Source: an optimization exercise on an open RTL-to-GDS flow (aim: small area and a short achievable clock period). Production flows keep margins and buffers that such runs may drop.
Function was checked by simulation only, so behaviour that the tests miss may differ from the original.
No activity file was given, so power comes from the tool's default toggle rates.

==> 02-16 <==
==> flow/design.v (excerpt) <==
module stack_bank #(
   parameter int WIDTH  = 32,
   parameter int DEPTH  = 16,
   parameter int STACKS = 4,
   localparam int SEL_W = (STACKS > 1) ? $clog2(STACKS) : 1,
   localparam int CNT_W = $clog2(DEPTH + 1)
) (
   input  logic             clock,
   input  logic             reset,
   input  logic             req,
   input  logic [1:0]       op,
   input  logic [SEL_W-1:0] sel,
   input  logic [WIDTH-1:0] din,
   input  logic             flush,
   output logic [WIDTH-1:0] dout,
   output logic             dout_valid,
   output logic             overflow,
   output logic             underflow,
   output logic [CNT_W-1:0] count,
   output logic             full,
   output logic             empty
);
export LEC_CHECK = 0
export CAP_MARGIN = 20
export CORE_MARGIN = 2
export CORE_UTILIZATION = 50
export CTS_BUF_LIST = sky130_fd_sc_hd__clkbuf_16
export CTS_CLUSTER_DIAMETER = 70
export CTS_CLUSTER_SIZE = 30
export SETUP_SLACK_MARGIN = 2.0
export SLEW_MARGIN = 20
create_clock -name core_clock -period 4.5 [get_ports {clock}]
standard.sh (not shown) runs the stock make flow with config.mk's settings and CLKGATE_MAP_FILE= SYNTH_SCRIPT=/design/flow/synth_recipe.tcl, a recipe that flattens the netlist after the stock synthesis.
==> flow/flow/run.sh <==
#!/bin/bash
# Own layout flow: the standard synthesis (for the register names and
# cell types), then a hand-mapped netlist of the same logic (flow/gen.py,
# control logic mapped by flow/map.tcl), then the standard layout steps
# from floorplan to finish on that netlist.
set -euo pipefail
cd "$(dirname "$0")/.."
W=$PWD
R=$W/orfs/results/$FLOW_PLATFORM/stack_bank/base
O=$W/orfs/objects/$FLOW_PLATFORM/stack_bank/base
LIB=$FLOW_HOME/platforms/$FLOW_PLATFORM/lib/sky130_fd_sc_hd__tt_025C_1v80.lib
YOSYS=$(command -v yosys || echo "$FLOW_HOME/../tools/install/yosys/bin/yosys")

bash standard.sh synth > "$W/std_synth.log" 2>&1
cp "$R/1_2_yosys.v" "$W/std_1_2_yosys.v"
python3 flow/gen.py "$W/std_1_2_yosys.v" "$W/hand.v" > "$W/gen.log" 2>&1
# every lpflow and probe cell: a superset of the platform's don't-use list
DONT_USE=$(grep -oE 'cell *\( *"?sky130_fd_sc_hd__(lpflow_[a-z0-9_]+|probec?_p_[0-9]+)' "$LIB" | sed -E 's/.*\( *"?//' | sort -u | tr '\n' ' ')
export DONT_USE
MAP_SRC=$W/hand.v MAP_OUT=$W/mapped.v LIB=$LIB \
  ABC_SCRIPT=$FLOW_HOME/scripts/abc_speed.script ABC_CONSTR=$O/abc.constr \
  "$YOSYS" -c flow/map.tcl > "$W/map.log" 2>&1
cp "$W/mapped.v" "$R/1_2_yosys.v"
rm -f "$R/1_synth.odb" "$R/1_synth.sdc"
bash standard.sh finish "BUFFER_PORTS_ARGS=-buffer_cell sky130_fd_sc_hd__buf_4" > "$W/std_finish.log" 2>&1
Other scripts of this flow, unchanged in this note and not shown: flow/flow/gen.py, flow/flow/map.tcl
==> 03-11 (differences from 02-16) <==
- CORE_UTILIZATION: 50 -> 55
- CTS_CLUSTER_DIAMETER: 70 -> 80
- CTS_CLUSTER_SIZE: 30 -> 25
- TNS_END_PERCENT: unset -> 30
==> results by group <==
Route
  • Wire length on met2: 107.6 mm
  • Number of DRC markers in iteration 0: 9850

Power and ir drop
  • Reg power frac: 59.8%
  • Leakage: 0.02725 uW
  • Combinational share of power: 12.5%

Finish
  • Clkbuf count: 104
  • Final nets: 4217

Status
  • Status: no timing/DRC/antenna violations

Worst setup path
  • Critical Path Slowest Stage Cell: a222oi_1

Floorplan
  • Tapcells: 1781
  • Die height: 371.9 um

Timing
  • Final min period: 2.891 ns

Placed design
  • Inst Count DP: 5605
That was 03-11.
==> results by group <==
Floorplan
  • Die height: 389.9 um
  • # IOs: 82
  • Row count: 141

Power and ir drop
  • Combinational share of power: 11.4%
  • Leakage: 0.02765 uW
  • Reg power frac: 56.1%
  • Sw frac: 26.33%

Status
  • Status: no timing/DRC/antenna violations

Route
  • Number of DRC markers in iteration 0: 8393
  • Wire length on met2: 106.2 mm
  • Routed wl met3: 29.04 mm

Worst setup path
  • Critical Path Slowest Stage Cell: a22oi_2

Timing
  • Worst hold slack: 0.2015 ns
  • Final number of hold-violating endpoints: 0

Clock network
  • CTS tree: done

Placed design
  • Inst Count DP: 5715

Finish
  • Final nets: 4216
That was 02-16.


==> run a <==
stack_bank again, from the RTL that the note above started with.
==> flow/config.mk <==
export PLATFORM = sky130hd
export DESIGN_NAME = stack_bank
export DESIGN_NICKNAME = stack_bank
export VERILOG_FILES = /design/flow/design.v
export SDC_FILE = /design/flow/constraint.sdc
export NUM_CORES = 4
export LEC_CHECK = 0
export CAP_MARGIN = 20
export CORE_MARGIN = 2
export CORE_UTILIZATION = 60
export CTS_BUF_LIST = sky130_fd_sc_hd__clkbuf_16
export CTS_CLUSTER_DIAMETER = 80
export CTS_CLUSTER_SIZE = 25
export SETUP_SLACK_MARGIN = 2.0
export SLEW_MARGIN = 20
export TNS_END_PERCENT = 5
==> flow/constraint.sdc <==
create_clock -name core_clock -period 4.5 [get_ports {clock}]
set_input_delay 0.9000 -clock core_clock [delete_from_list [all_inputs] [get_ports {clock}]]
set_output_delay 0.9000 -clock core_clock [all_outputs]
set_load 0.01 [all_outputs]
==> flow/flow/gen.py <==
#!/usr/bin/env python3
"""Write a hand-mapped version of stack_bank for the layout.

usage: gen.py STANDARD_NETLIST OUT.v

The registers are taken, by instance name and cell type, from the standard
synthesis netlist (so the layout keeps exactly its registers). The read path
(row select AND-OR, then the per-stack select) is built from explicit
a222oi/nand/a22oi cells; the small control logic is left as assign
statements for Yosys/ABC to map. The logic is exactly that of
rtl/stack_bank.sv.
"""
import re
import sys

W, D, S = 32, 16, 4
P = "sky130_fd_sc_hd__"

src = open(sys.argv[1]).read()
flops = {}
for m in re.finditer(r"^\s*(" + P + r"(?:e?df\w+))\s+(\\\S+|\w+)\s*\(", src, re.M):
    flops[m.group(2)] = m.group(1)

def name_of(pattern):
    hits = [n for n in flops if re.fullmatch(pattern, n)]
    if len(hits) != 1:
        sys.exit(f"gen.py: expected one register matching {pattern}, found {hits}")
    return hits[0]

used = set()
def ff(pattern):
    n = name_of(pattern)
    used.add(n)
    return n, flops[n]

o = []
emit = o.append
cell_id = [0]
def cell(kind, pins):
    cell_id[0] += 1
    emit(f"  {P}{kind} rm_{cell_id[0]} (" + ", ".join(f".{p}({v})" for p, v in pins) + ");")
emit("module stack_bank(clock, reset, req, op, sel, din, flush, dout, dout_valid, overflow, underflow, count, full, empty);")
emit("  input clock; input reset; input req; input [1:0] op; input [1:0] sel; input [31:0] din; input flush;")
emit("  output [31:0] dout; output dout_valid; output overflow; output underflow;")
emit("  output [4:0] count; output full; output empty;")
emit("  wire [3:0] sel_hot;")
emit("  assign sel_hot[0] = ~sel[1] & ~sel[0];")
emit("  assign sel_hot[1] = ~sel[1] &  sel[0];")
emit("  assign sel_hot[2] =  sel[1] & ~sel[0];")
emit("  assign sel_hot[3] =  sel[1] &  sel[0];")
emit("  wire do_op = req & ~flush;")
emit("  wire push_req = do_op & ~op[1] & op[0];")
emit("  wire pop_req  = do_op & op[1] & ~op[0];")
emit("  wire repl_req = do_op & op[1] & op[0];")
emit("  wire rd_req   = do_op & ~(~op[1] & op[0]);")
emit("  wire reset_n = ~reset;")
for s in range(S):
    emit(f"  wire [4:0] sp{s}; wire [4:0] spn{s}; wire [15:0] dec{s}; wire [15:0] we{s};")
    emit(f"  wire full{s} = sp{s}[4];")
    emit(f"  wire empty{s}; wire empn{s};")
    emit(f"  assign empn{s} = ~sel_hot[{s}] ? empty{s} : flush ? 1'b1 : (push_req & ~full{s}) ? 1'b0 : (pop_req & ~empty{s}) ? (sp{s} == 5'd1) : empty{s};")
    n, c = ff(rf"\\emp_q\[{s}\]\$\S*")
    emit(f"  {c} {n} (.CLK(clock), .D(empn{s}), .SET_B(reset_n), .Q(empty{s}));")
    # two-level row decode: dec[k] = (sp[1:0] == k%4) & (sp[3:2] == k/4),
    # built as nor2 of the inverted 2-bit predecodes.
    emit(f"  wire [3:0] nlo{s}, nhi{s};")
    for j in range(4):
        emit(f"  assign nlo{s}[{j}] = ~(sp{s}[1:0] == 2'd{j});")
        emit(f"  assign nhi{s}[{j}] = ~(sp{s}[3:2] == 2'd{j});")
    for k in range(D):
        cell("nor2_1", [("A", f"nlo{s}[{k % 4}]"), ("B", f"nhi{s}[{k // 4}]"), ("Y", f"dec{s}[{k}]")])
    emit(f"  wire push{s} = sel_hot[{s}] & push_req;")
    emit(f"  wire repl{s} = sel_hot[{s}] & repl_req;")
    for i in range(D):
        pr = f"(dec{s}[0] & ~full{s})" if i == 0 else f"dec{s}[{i}]"
        rr = f"full{s}" if i == D - 1 else f"dec{s}[{i+1}]"
        emit(f"  assign we{s}[{i}] = (push{s} & {pr}) | (repl{s} & {rr});")
    emit(f"  assign spn{s} = ~sel_hot[{s}] ? sp{s} : flush ? 5'd0 : (push_req & ~full{s}) ? sp{s} + 5'd1 : (pop_req & ~empty{s}) ? sp{s} - 5'd1 : sp{s};")
    for k in range(5):
        n, c = ff(rf"\\sp\[{s}\]\[{k}\]\$\S*")
        emit(f"  {c} {n} (.CLK(clock), .D(spn{s}[{k}]), .RESET_B(reset_n), .Q(sp{s}[{k}]));")
emit("  wire [4:0] cnt_sel = sel[1] ? (sel[0] ? sp3 : sp2) : (sel[0] ? sp1 : sp0);")
emit("  wire emp_sel = sel[1] ? (sel[0] ? empty3 : empty2) : (sel[0] ? empty1 : empty0);")
# count/full/empty: AND-OR with their own copy of the sel decode.
emit("  wire [3:0] shc; wire [4:0] cnt_o; wire emp_o;")
cell("nor2_1", [("A", "sel[1]"), ("B", "sel[0]"), ("Y", "shc[0]")])
cell("nor2b_1", [("A", "sel[1]"), ("B_N", "sel[0]"), ("Y", "shc[1]")])
cell("nor2b_1", [("A", "sel[0]"), ("B_N", "sel[1]"), ("Y", "shc[2]")])
cell("and2_1", [("A", "sel[1]"), ("B", "sel[0]"), ("X", "shc[3]")])
for k, src_ in [(k, [f"sp{t}[{k}]" for t in range(S)]) for k in range(5)] + [(5, [f"empty{t}" for t in range(S)])]:
    out = f"cnt_o[{k}]" if k < 5 else "emp_o"
    emit(f"  wire st_{k}_a, st_{k}_b;")
    cell("a22oi_1", [("A1", "shc[0]"), ("A2", src_[0]), ("B1", "shc[1]"), ("B2", src_[1]), ("Y", f"st_{k}_a")])
    cell("a22oi_1", [("A1", "shc[2]"), ("A2", src_[2]), ("B1", "shc[3]"), ("B2", src_[3]), ("Y", f"st_{k}_b")])
    cell("nand2_1", [("A", f"st_{k}_a"), ("B", f"st_{k}_b"), ("Y", out)])
emit("  assign count = cnt_o;")
emit("  assign full = cnt_o[4];")
emit("  assign empty = emp_o;")
for nm, expr in (("dout_valid", "rd_req & ~emp_sel"), ("overflow", "push_req & cnt_sel[4]"), ("underflow", "rd_req & emp_sel")):
    n, c = ff(rf"\\{nm}\$\S*")
    emit(f"  wire {nm}_n = {expr};")
    emit(f"  {c} {n} (.CLK(clock), .D({nm}_n), .RESET_B(reset_n), .Q({nm}));")

# Storage and the read path.
emit("  wire [31:0] rd;")
for s in range(S):
    for i in range(D):
        emit(f"  wire [31:0] m{s}_{i};")
        for b in range(W):
            n, c = ff(rf"\\g_stack\[{s}\]\.row_q\[{i}\]\[{b}\]\$\S*")
            emit(f"  {c} {n} (.CLK(clock), .D(din[{b}]), .DE(we{s}[{i}]), .Q(m{s}_{i}[{b}]));")
    # row i is the top when dec[(i+1)%16]
    emit(f"  wire [15:0] rs{s};")
    for i in range(D):
        emit(f"  assign rs{s}[{i}] = dec{s}[{(i + 1) % D}];")
for b in range(W):
    fin = []
    for s in range(S):
        y = []
        for g in range(5):
            r0 = 3 * g
            nm = f"y_{s}_{b}_{g}"
            emit(f"  wire {nm};")
            cell("a222oi_1", [("A1", f"rs{s}[{r0}]"), ("A2", f"m{s}_{r0}[{b}]"),
                              ("B1", f"rs{s}[{r0+1}]"), ("B2", f"m{s}_{r0+1}[{b}]"),
                              ("C1", f"rs{s}[{r0+2}]"), ("C2", f"m{s}_{r0+2}[{b}]"),
                              ("Y", nm)])
            y.append(nm)
        nm = f"y_{s}_{b}_5"
        emit(f"  wire {nm};")
        cell("nand2_1", [("A", f"rs{s}[15]"), ("B", f"m{s}_15[{b}]"), ("Y", nm)])
        y.append(nm)
        u1, u2 = f"u_{s}_{b}_0", f"u_{s}_{b}_1"
        emit(f"  wire {u1}, {u2};")
        cell("nand3_1", [("A", y[0]), ("B", y[1]), ("C", y[2]), ("Y", u1)])
        cell("nand3_1", [("A", y[3]), ("B", y[4]), ("C", y[5]), ("Y", u2)])
        f = f"f_{s}_{b}"
        emit(f"  wire {f};")
        cell("a22oi_1", [("A1", f"sel_hot[{s}]"), ("A2", u1), ("B1", f"sel_hot[{s}]"), ("B2", u2), ("Y", f)])
        fin.append(f)
    cell("nand4_1", [("A", fin[0]), ("B", fin[1]), ("C", fin[2]), ("D", fin[3]), ("Y", f"rd[{b}]")])
    n, c = ff(rf"\\dout\[{b}\]\$\S*")
    emit(f"  {c} {n} (.CLK(clock), .D(rd[{b}]), .Q(dout[{b}]));")
emit("endmodule")

missing = set(flops) - used
if missing:
    sys.exit(f"gen.py: registers of the standard synthesis not placed: {sorted(missing)[:10]}")
open(sys.argv[2], "w").write("\n".join(o) + "\n")
print(f"gen.py: {len(used)} registers, {cell_id[0]} read-path cells")
Scripts as last shown in full above: flow/flow/run.sh
Other scripts of this flow, unchanged in this note and not shown: flow/flow/map.tcl
==> run b (differences from run a) <==
CORE_UTILIZATION = 50   (was 60)
TNS_END_PERCENT = default   (was 5)
==> run c (differences from run a) <==
--- a/flow/flow/gen.py
+++ b/flow/flow/gen.py
@@ -49,4 +49,5 @@
 emit("  assign sel_hot[2] =  sel[1] & ~sel[0];")
 emit("  assign sel_hot[3] =  sel[1] &  sel[0];")
+emit("  wire [3:0] nsel = ~sel_hot;")
 emit("  wire do_op = req & ~flush;")
 emit("  wire push_req = do_op & ~op[1] & op[0];")
@@ -68,12 +69,11 @@
         emit(f"  assign nlo{s}[{j}] = ~(sp{s}[1:0] == 2'd{j});")
         emit(f"  assign nhi{s}[{j}] = ~(sp{s}[3:2] == 2'd{j});")
+    # dec is gated by the stack select: dec[k] = sel_hot & (sp[3:0] == k)
     for k in range(D):
-        cell("nor2_1", [("A", f"nlo{s}[{k % 4}]"), ("B", f"nhi{s}[{k // 4}]"), ("Y", f"dec{s}[{k}]")])
-    emit(f"  wire push{s} = sel_hot[{s}] & push_req;")
-    emit(f"  wire repl{s} = sel_hot[{s}] & repl_req;")
+        cell("nor3_1", [("A", f"nlo{s}[{k % 4}]"), ("B", f"nhi{s}[{k // 4}]"), ("C", f"nsel[{s}]"), ("Y", f"dec{s}[{k}]")])
     for i in range(D):
         pr = f"(dec{s}[0] & ~full{s})" if i == 0 else f"dec{s}[{i}]"
-        rr = f"full{s}" if i == D - 1 else f"dec{s}[{i+1}]"
-        emit(f"  assign we{s}[{i}] = (push{s} & {pr}) | (repl{s} & {rr});")
+        rr = f"(sel_hot[{s}] & full{s})" if i == D - 1 else f"dec{s}[{i+1}]"
+        emit(f"  assign we{s}[{i}] = (push_req & {pr}) | (repl_req & {rr});")
     emit(f"  assign spn{s} = ~sel_hot[{s}] ? sp{s} : flush ? 5'd0 : (push_req & ~full{s}) ? sp{s} + 5'd1 : (pop_req & ~empty{s}) ? sp{s} - 5'd1 : sp{s};")
     for k in range(5):
@@ -115,29 +115,37 @@
         emit(f"  assign rs{s}[{i}] = dec{s}[{(i + 1) % D}];")
 for b in range(W):
-    fin = []
+    # 64 (select, row) pairs; the selects are the sel-gated decodes.
+    pairs = []
     for s in range(S):
-        y = []
-        for g in range(5):
-            r0 = 3 * g
-            nm = f"y_{s}_{b}_{g}"
-            emit(f"  wire {nm};")
-            cell("a222oi_1", [("A1", f"rs{s}[{r0}]"), ("A2", f"m{s}_{r0}[{b}]"),
-                              ("B1", f"rs{s}[{r0+1}]"), ("B2", f"m{s}_{r0+1}[{b}]"),
-                              ("C1", f"rs{s}[{r0+2}]"), ("C2", f"m{s}_{r0+2}[{b}]"),
-                              ("Y", nm)])
-            y.append(nm)
-        nm = f"y_{s}_{b}_5"
+        for i in range(D - 1):
+            pairs.append((f"rs{s}[{i}]", f"m{s}_{i}[{b}]"))
+    for s in range(S):
+        pairs.append((f"rs{s}[{D - 1}]", f"m{s}_{D - 1}[{b}]"))
+    y = []
+    for g in range(0, 63, 3):
+        nm = f"y_{b}_{g // 3}"
         emit(f"  wire {nm};")
-        cell("nand2_1", [("A", f"rs{s}[15]"), ("B", f"m{s}_15[{b}]"), ("Y", nm)])
+        cell("a222oi_1", [("A1", pairs[g][0]), ("A2", pairs[g][1]),
+                          ("B1", pairs[g + 1][0]), ("B2", pairs[g + 1][1]),
+                          ("C1", pairs[g + 2][0]), ("C2", pairs[g + 2][1]), ("Y", nm)])
         y.append(nm)
-        u1, u2 = f"u_{s}_{b}_0", f"u_{s}_{b}_1"
-        emit(f"  wire {u1}, {u2};")
-        cell("nand3_1", [("A", y[0]), ("B", y[1]), ("C", y[2]), ("Y", u1)])
-        cell("nand3_1", [("A", y[3]), ("B", y[4]), ("C", y[5]), ("Y", u2)])
-        f = f"f_{s}_{b}"
-        emit(f"  wire {f};")
-        cell("a22oi_1", [("A1", f"sel_hot[{s}]"), ("A2", u1), ("B1", f"sel_hot[{s}]"), ("B2", u2), ("Y", f)])
-        fin.append(f)
-    cell("nand4_1", [("A", fin[0]), ("B", fin[1]), ("C", fin[2]), ("D", fin[3]), ("Y", f"rd[{b}]")])
+    nm = f"y_{b}_21"
+    emit(f"  wire {nm};")
+    cell("nand2_1", [("A", pairs[63][0]), ("B", pairs[63][1]), ("Y", nm)])
+    y.append(nm)
+    z = []
+    for g in range(5):
+        nm = f"z_{b}_{g}"
+        emit(f"  wire {nm};")
+        cell("nand4_1", [("A", y[4 * g]), ("B", y[4 * g + 1]), ("C", y[4 * g + 2]), ("D", y[4 * g + 3]), ("Y", nm)])
+        z.append(nm)
+    nm = f"z_{b}_5"
+    emit(f"  wire {nm};")
+    cell("nand2_1", [("A", y[20]), ("B", y[21]), ("Y", nm)])
+    z.append(nm)
+    emit(f"  wire w_{b}_0, w_{b}_1;")
+    cell("nor3_1", [("A", z[0]), ("B", z[1]), ("C", z[2]), ("Y", f"w_{b}_0")])
+    cell("nor3_1", [("A", z[3]), ("B", z[4]), ("C", z[5]), ("Y", f"w_{b}_1")])
+    cell("nand2_1", [("A", f"w_{b}_0"), ("B", f"w_{b}_1"), ("Y", f"rd[{b}]")])
     n, c = ff(rf"\\dout\[{b}\]\$\S*")
     emit(f"  {c} {n} (.CLK(clock), .D(rd[{b}]), .Q(dout[{b}]));")
==> comparison <==
- Run b finished clean. Run a ran to the end with no violations. Run c ran to the end with no violations.
- Of run a and run b, run b has the higher cell area (gap 3.8%, measured against run b).
- Critical path depth, lowest first: run b, run a, run c.
- Worst hold slack: run b < run a < run c.
- Final cell count: run b > run a > run c.
- Non-clock buffer count: run a is lower than run c (195).
- Via count, lowest first: run a, run c, run b.

==> static timing again, ports no longer ideal <==
No port has a modelled driver above. Below, the same layouts with a new extraction and two added sets of constraints. Step 1: set_driving_cell puts a clkbuf_16 on clock and a buf_2 on each other input, an assumption about the parent block. Step 2, shift: input delay + t, output delay - t, t = (earliest + latest rising clock arrival at the registers) / 2. This alone moves slack from input paths to output paths. a / b / c = no drivers / after step 1 / after step 2; a / b = the first two.
run | t (ns) | setup slack, ns | worst data-port slew with drivers (ns) | pins driven straight from the clock port
02-16 | 0.862 | 1.681 / 1.619 / 0.964 | 0.18 | 1
03-11 | 0.818 | 1.609 / 1.556 / 0.984 | 0.06 | 1
run a | 0.808 | 1.522 / 1.522 / 0.952 | 0.12 | 1
run b | 0.837 | 1.722 / 1.597 / 1.073 | 0.19 | 1
run c | 0.818 | 1.517 / 1.517 / 0.815 | 0.06 | 1
After both steps setup and hold are still met in every run listed. For 02-16, which loses most, drivers alone change the setup slack by -0.062 ns; drivers and shift together by -0.717 ns.
